From an optimization exercise on the open Yosys and OpenROAD flow, aimed at small area, a short achievable clock period and few clock cycles; shortcuts taken in it are not production practice.
Only simulation tests tie the RTL to the original design; equivalence was not proved.
Power is estimated from default activity; no workload was simulated.

$ cat design.v
`timescale 1ns/100ps
module sudoku_solver (
  input  logic        clk,
  input  logic        reset,
  input  logic        load_en_i,
  input  logic [3:0]  load_idx_i,
  input  logic [2:0]  load_third_en_i,   
  input  logic [80:0] load_row_i,
  input  logic        start_i,
  input  logic        abort_i,
  input  logic        credit_return_i,
  output logic        busy_o,
  output logic        solved_o,
  output logic        stuck_o,
  output logic        stream_valid_o,
  output logic [3:0]  stream_idx_o,
  output logic [80:0] stream_row_o
);
  logic [80:0] grid [0:8];
  logic        solving;        
  logic        streaming;      
  logic [1:0]  credits;
  logic        valid_q;        
  logic [3:0]  idx;            
  logic [8:0]  sel;            
  logic [80:0] multi_q;        
  logic [80:0] out_row;
  logic [80:0] multi;          
  logic [80:0] zero;           
  logic [80:0] smask [0:8];    
  logic [8:0]  tri_u [0:26];   
  logic [8:0]  row_u [0:8];
  logic [8:0]  col_u [0:8];
  logic [8:0]  box_u [0:8];
  logic [8:0]  rb_u  [0:26];   
  logic [80:0] pruned [0:8];
  logic        all_settled;
  logic        emptied;
  logic        settling;
  logic        sweep_en;
  logic        finish;
  genvar gi, gu;
  generate
    for (gi = 0; gi < 81; gi = gi + 1) begin : g_cell
      logic [8:0] v;
      logic       a0, a1, a2, t0, t1, t2;
      assign v  = grid[gi / 9][(gi % 9)*9 +: 9];
      assign a0 = |v[2:0];
      assign a1 = |v[5:3];
      assign a2 = |v[8:6];
      assign t0 = (v[0] & v[1]) | (v[0] & v[2]) | (v[1] & v[2]);
      assign t1 = (v[3] & v[4]) | (v[3] & v[5]) | (v[4] & v[5]);
      assign t2 = (v[6] & v[7]) | (v[6] & v[8]) | (v[7] & v[8]);
      assign multi[gi] = t0 | t1 | t2 | (a0 & a1) | (a0 & a2) | (a1 & a2);
      assign zero[gi]  = ~(a0 | a1 | a2);
      assign smask[gi / 9][(gi % 9)*9 +: 9] = multi[gi] ? 9'd0 : v;
    end
    for (gu = 0; gu < 27; gu = gu + 1) begin : g_third
      assign tri_u[gu] = smask[gu / 3][(gu % 3)*27 +: 9] | smask[gu / 3][(gu % 3)*27 + 9 +: 9] |
                         smask[gu / 3][(gu % 3)*27 + 18 +: 9];
    end
    for (gu = 0; gu < 9; gu = gu + 1) begin : g_unit
      assign row_u[gu] = tri_u[gu*3] | tri_u[gu*3 + 1] | tri_u[gu*3 + 2];
      assign box_u[gu] = tri_u[(gu/3)*9 + gu%3] | tri_u[(gu/3)*9 + 3 + gu%3] |
                         tri_u[(gu/3)*9 + 6 + gu%3];
      assign col_u[gu] = smask[0][gu*9 +: 9] | smask[1][gu*9 +: 9] | smask[2][gu*9 +: 9] |
                         smask[3][gu*9 +: 9] | smask[4][gu*9 +: 9] | smask[5][gu*9 +: 9] |
                         smask[6][gu*9 +: 9] | smask[7][gu*9 +: 9] | smask[8][gu*9 +: 9];
    end
    for (gu = 0; gu < 27; gu = gu + 1) begin : g_rb
      assign rb_u[gu] = row_u[gu / 3] | box_u[(gu / 9)*3 + gu % 3];
    end
    for (gi = 0; gi < 81; gi = gi + 1) begin : g_prune
      logic [8:0] v;
      logic       me;              
      assign v  = grid[gi / 9][(gi % 9)*9 +: 9];
      assign me = multi[gi] & sweep_en;
      assign pruned[gi / 9][(gi % 9)*9 +: 9] =
        v & ~({9{me}} & (rb_u[(gi / 9)*3 + (gi % 9)/3] | col_u[gi % 9]));
    end
  endgenerate
  assign all_settled = ~(|multi) & ~(|zero);
  assign emptied     = |zero;
  assign settling    = |(multi_q & ~multi);
  always_ff @(posedge clk) begin
    multi_q <= multi;
  end
  logic       idle;
  logic       done;            
  logic       streaming_d;
  logic [1:0] credits_d;
  logic       valid_d;
  assign idle     = ~solving & ~streaming;
  assign finish   = all_settled | emptied | ~settling;
  assign done     = solving & ~abort_i & finish;
  assign sweep_en = (idle & start_i) | (solving & ~emptied);
  assign streaming_d = done | (streaming & ~(valid_q & (idx == 4'd8)));
  assign credits_d   = credits - {1'b0, valid_q} + {1'b0, credit_return_i};
  assign valid_d     = streaming_d & (credits_d != 2'd0);
  assign busy_o         = solving | streaming;
  assign stream_valid_o = valid_q;
  assign stream_idx_o   = idx;
  assign stream_row_o   = out_row;
  always_ff @(posedge clk) begin
    if (reset) begin
      solving   <= 1'b0;
      streaming <= 1'b0;
      credits   <= 2'd2;
      valid_q   <= 1'b0;
      idx       <= '0;
      sel       <= 9'd1;
      solved_o  <= 1'b0;
      stuck_o   <= 1'b0;
    end else begin
      solving   <= (idle & start_i) | (solving & ~abort_i & ~finish);
      streaming <= streaming_d;
      credits   <= credits_d;
      valid_q   <= valid_d;
      if (valid_q) idx <= (idx == 4'd8) ? 4'd0 : idx + 4'd1;
      if (valid_d) sel <= {sel[7:0], sel[8]};
      if (idle & start_i) begin
        solved_o <= 1'b0;
        stuck_o  <= 1'b0;
      end else if (done) begin
        solved_o <= all_settled;
        stuck_o  <= ~all_settled;
      end
    end
  end
  always_ff @(posedge clk) begin
    out_row <= '0;
    for (int r = 0; r < 9; r++)
      if (sel[r]) out_row <= grid[r];
  end
  genvar gr, gt;
  generate
    for (gr = 0; gr < 9; gr = gr + 1) begin : g_row
      for (gt = 0; gt < 3; gt = gt + 1) begin : g_third
        always_ff @(posedge clk) begin
          if (load_en_i && idle && (load_idx_i == gr) && load_third_en_i[gt])
            grid[gr][gt*27 +: 27] <= load_row_i[gt*27 +: 27];
          else
            grid[gr][gt*27 +: 27] <= pruned[gr][gt*27 +: 27];
        end
      end
    end
  endgenerate
endmodule
$ cat flow/run.sh
#!/bin/bash
set -euo pipefail
MARGIN="${MARGIN:-7}"
bash standard.sh SETUP_SLACK_MARGIN="$MARGIN" finish > standard.log 2>&1
$ cat standard.sh
#!/bin/bash
# synth_recipe.tcl (not shown) runs the flow's synth.tcl, then flattens the netlist and writes it again
# the make line also repeats each setting of config.mk as NAME=value (left out here)
make -C /OpenROAD-flow-scripts/flow DESIGN_CONFIG=/design/flow/config.mk WORK_HOME=/design/flow/orfs CLKGATE_MAP_FILE= SYNTH_SCRIPT=/design/flow/synth_recipe.tcl "${@:-finish}"
$ cat config.mk
export PLATFORM = sky130hd
export DESIGN_NAME = sudoku_solver
export DESIGN_NICKNAME = sudoku_solver
export VERILOG_FILES = /design/flow/design.v
export SDC_FILE = /design/flow/constraint.sdc
export NUM_CORES = 4
export LEC_CHECK = 0
export CAP_MARGIN = 20
export CORE_MARGIN = 2
export CORE_UTILIZATION = 32
export MIN_ROUTING_LAYER = met2
export PLACE_DENSITY = 0.5
export SETUP_SLACK_MARGIN = 5
export SLEW_MARGIN = 20
$ cat constraint.sdc
create_clock -name core_clock -period 10.0 [get_ports {clk}]
set_input_delay 2.0000 -clock core_clock [delete_from_list [all_inputs] [get_ports {clk}]]
set_output_delay 2.0000 -clock core_clock [all_outputs]
set_load 0.01 [all_outputs]
==> summary.md <==
The compound-cell area share of the yosys netlist is 0.3055. The area of the mapped netlist is 55190 um2. The count of flip-flops with a built-in enable after synthesis came out at 0. In the post-synthesis netlist, the biggest area contributors are sky130_fd_sc_hd__dfxtp_1 (33%), sky130_fd_sc_hd__nand2_1 (15%), sky130_fd_sc_hd__o21ai_0 (11%), sky130_fd_sc_hd__a21oi_1 (8.3%), sky130_fd_sc_hd__a222oi_1 (5.7%). In this run the horizontal extent of the chip is 419.3 um. Yosys synthesis warning count: 9. Clock tree synthesis selected as its root buffer the cell sky130_fd_sc_hd__clkbuf_16. The tools report the global-route usage over all layers as 0.9936. The run gives 124300 as the number of global-route vias before repair. The total grt overflow came out at 6967. The first error in the log reads "[ERROR GRT-0116] Global routing finished with congestion. Check the congestion regions in the DRC Viewer". The die is 419.3 um tall.

Buffers placed on the I/O ports in this run total 182. The area share of the largest cell type after synthesis is 0.3304. The tools report the area of placed instances as 61710 um2. The basic-gate share of the synthesized area counting and, or, nand and nor cells works out to 0.2849.

Register area share after synthesis: 0.3304. The number of distinct library cells after synthesis is 79. Counting the buffers created by CTS gives 113.

The largest total area in the synthesized netlist belongs to sky130_fd_sc_hd__dfxtp_1. The terminating stage of the flow was global routing. The run gives 152 as the cell row count. The tools report the number of H-tree levels as 3. The pin count of the biggest net entering global routing is 97.

When the netlist entered floorplanning its net count stood at 8208. Averaged over all synthesized cells, the footprint is 6.806 um2. The gate count after technology mapping is 8110, and the xor and xnor fraction of the mapped netlist area is 0.0003174. Mux cell area share after synthesis: 0.03047.

The clock passes through at most 3 buffers. Detailed placement ended at an HPWL of 370.8 mm. Number of top-level pins: 183. The share of synthesized flip-flops with an asynchronous set or reset came out at 0. The number of synthesized register bits is 911. The total of hold buffers inserted after clock tree synthesis was 0; the number of clock sinks was 911. The run stopped with a tool error. Counting tap cells, the placed design contains a total of 10340 instances. At the end of routability-driven placement, the weighted congestion stood at 1.503.

Combinational family with the most area after synthesis: compound AO/OA/AOI/OAI gates. The run gives 825.3 mm as the wire length of the first global-routing pass. The synthesized-area fraction occupied by adder cells was 0.003106. The initial core utilization is 0.3217. In the synthesized netlist the dominant register cell turns out to be sky130_fd_sc_hd__dfxtp_1.
==> power groups by stage <==
stage                     logic, W  clock network (W)  registers (W)
after floorplan             0.0126                  0        0.00627
after global placement      0.0312                  0        0.00805
after detailed placement    0.0313                  0        0.00808
after CTS                   0.0436            0.00447        0.00806
==> per-layer routing <==
| metal | overflow | track usage |
|---|---|---|
| met5 | 499 | 0.9931 |
| met4 | 680 | 0.8762 |
| met3 | 4541 | 1.106 |
| met2 | 1247 | 0.9622 |
| met1 | - | - |
==> logic make-up after synthesis <==
group,count (synthesis)
buffers and inverters,659
AO/OA/AOI/OAI,2807
adder cells (fa/ha/maj),16
AND/OR/NAND/NOR,3547
flip-flops,911
multiplexers,168
XOR/XNOR,2
==> synth_stat cells (118+ instances only) <==
master / number
sky130_fd_sc_hd__nand2_1: 2172
sky130_fd_sc_hd__buf_1: 123
sky130_fd_sc_hd__inv_1: 120
sky130_fd_sc_hd__nand3_1: 243
sky130_fd_sc_hd__nor2_1: 190
sky130_fd_sc_hd__nor3_1: 412
sky130_fd_sc_hd__a21oi_1: 912
sky130_fd_sc_hd__a221oi_1: 118
sky130_fd_sc_hd__dfxtp_1: 911
sky130_fd_sc_hd__a222oi_1: 317
sky130_fd_sc_hd__mux2i_1: 168
sky130_fd_sc_hd__o21ai_0: 1197
sky130_fd_sc_hd__clkbuf_1: 400
==> how the worst min path moves through the flow <==
stage | startpoint | to | slack [ns] | cells past startpoint
floorplan | sel[0] | sel[1] | 0.46 | 2
global placement | sel[0] | sel[1] | 0.47 | 2
detailed placement | sel[0] | sel[1] | 0.47 | 2
CTS | sel[0] | sel[1] | 0.48 | 2
==> stage by stage <==
stage	utilization	worst slack [ns]	hold slack [ns]
2_1_floorplan	-	6.579	0.4613
3_3_place_gp	0.3585	4.725	0.4728
4_1_cts	0.4786	6.517	0.4796
3_5_place_dp	0.3598	4.869	0.4736
==> what timing repair did <==
| action | 4_1_cts |
|---|---|
| endpoints found under the setup margin | 910 |
| buffers inserted | 597 |
| gates resized for setup | 3154 |
| pin swaps | 683 |
| gates cloned | 128 |
Testbench counts, summed over its fixed seeds: cycles 5,578.
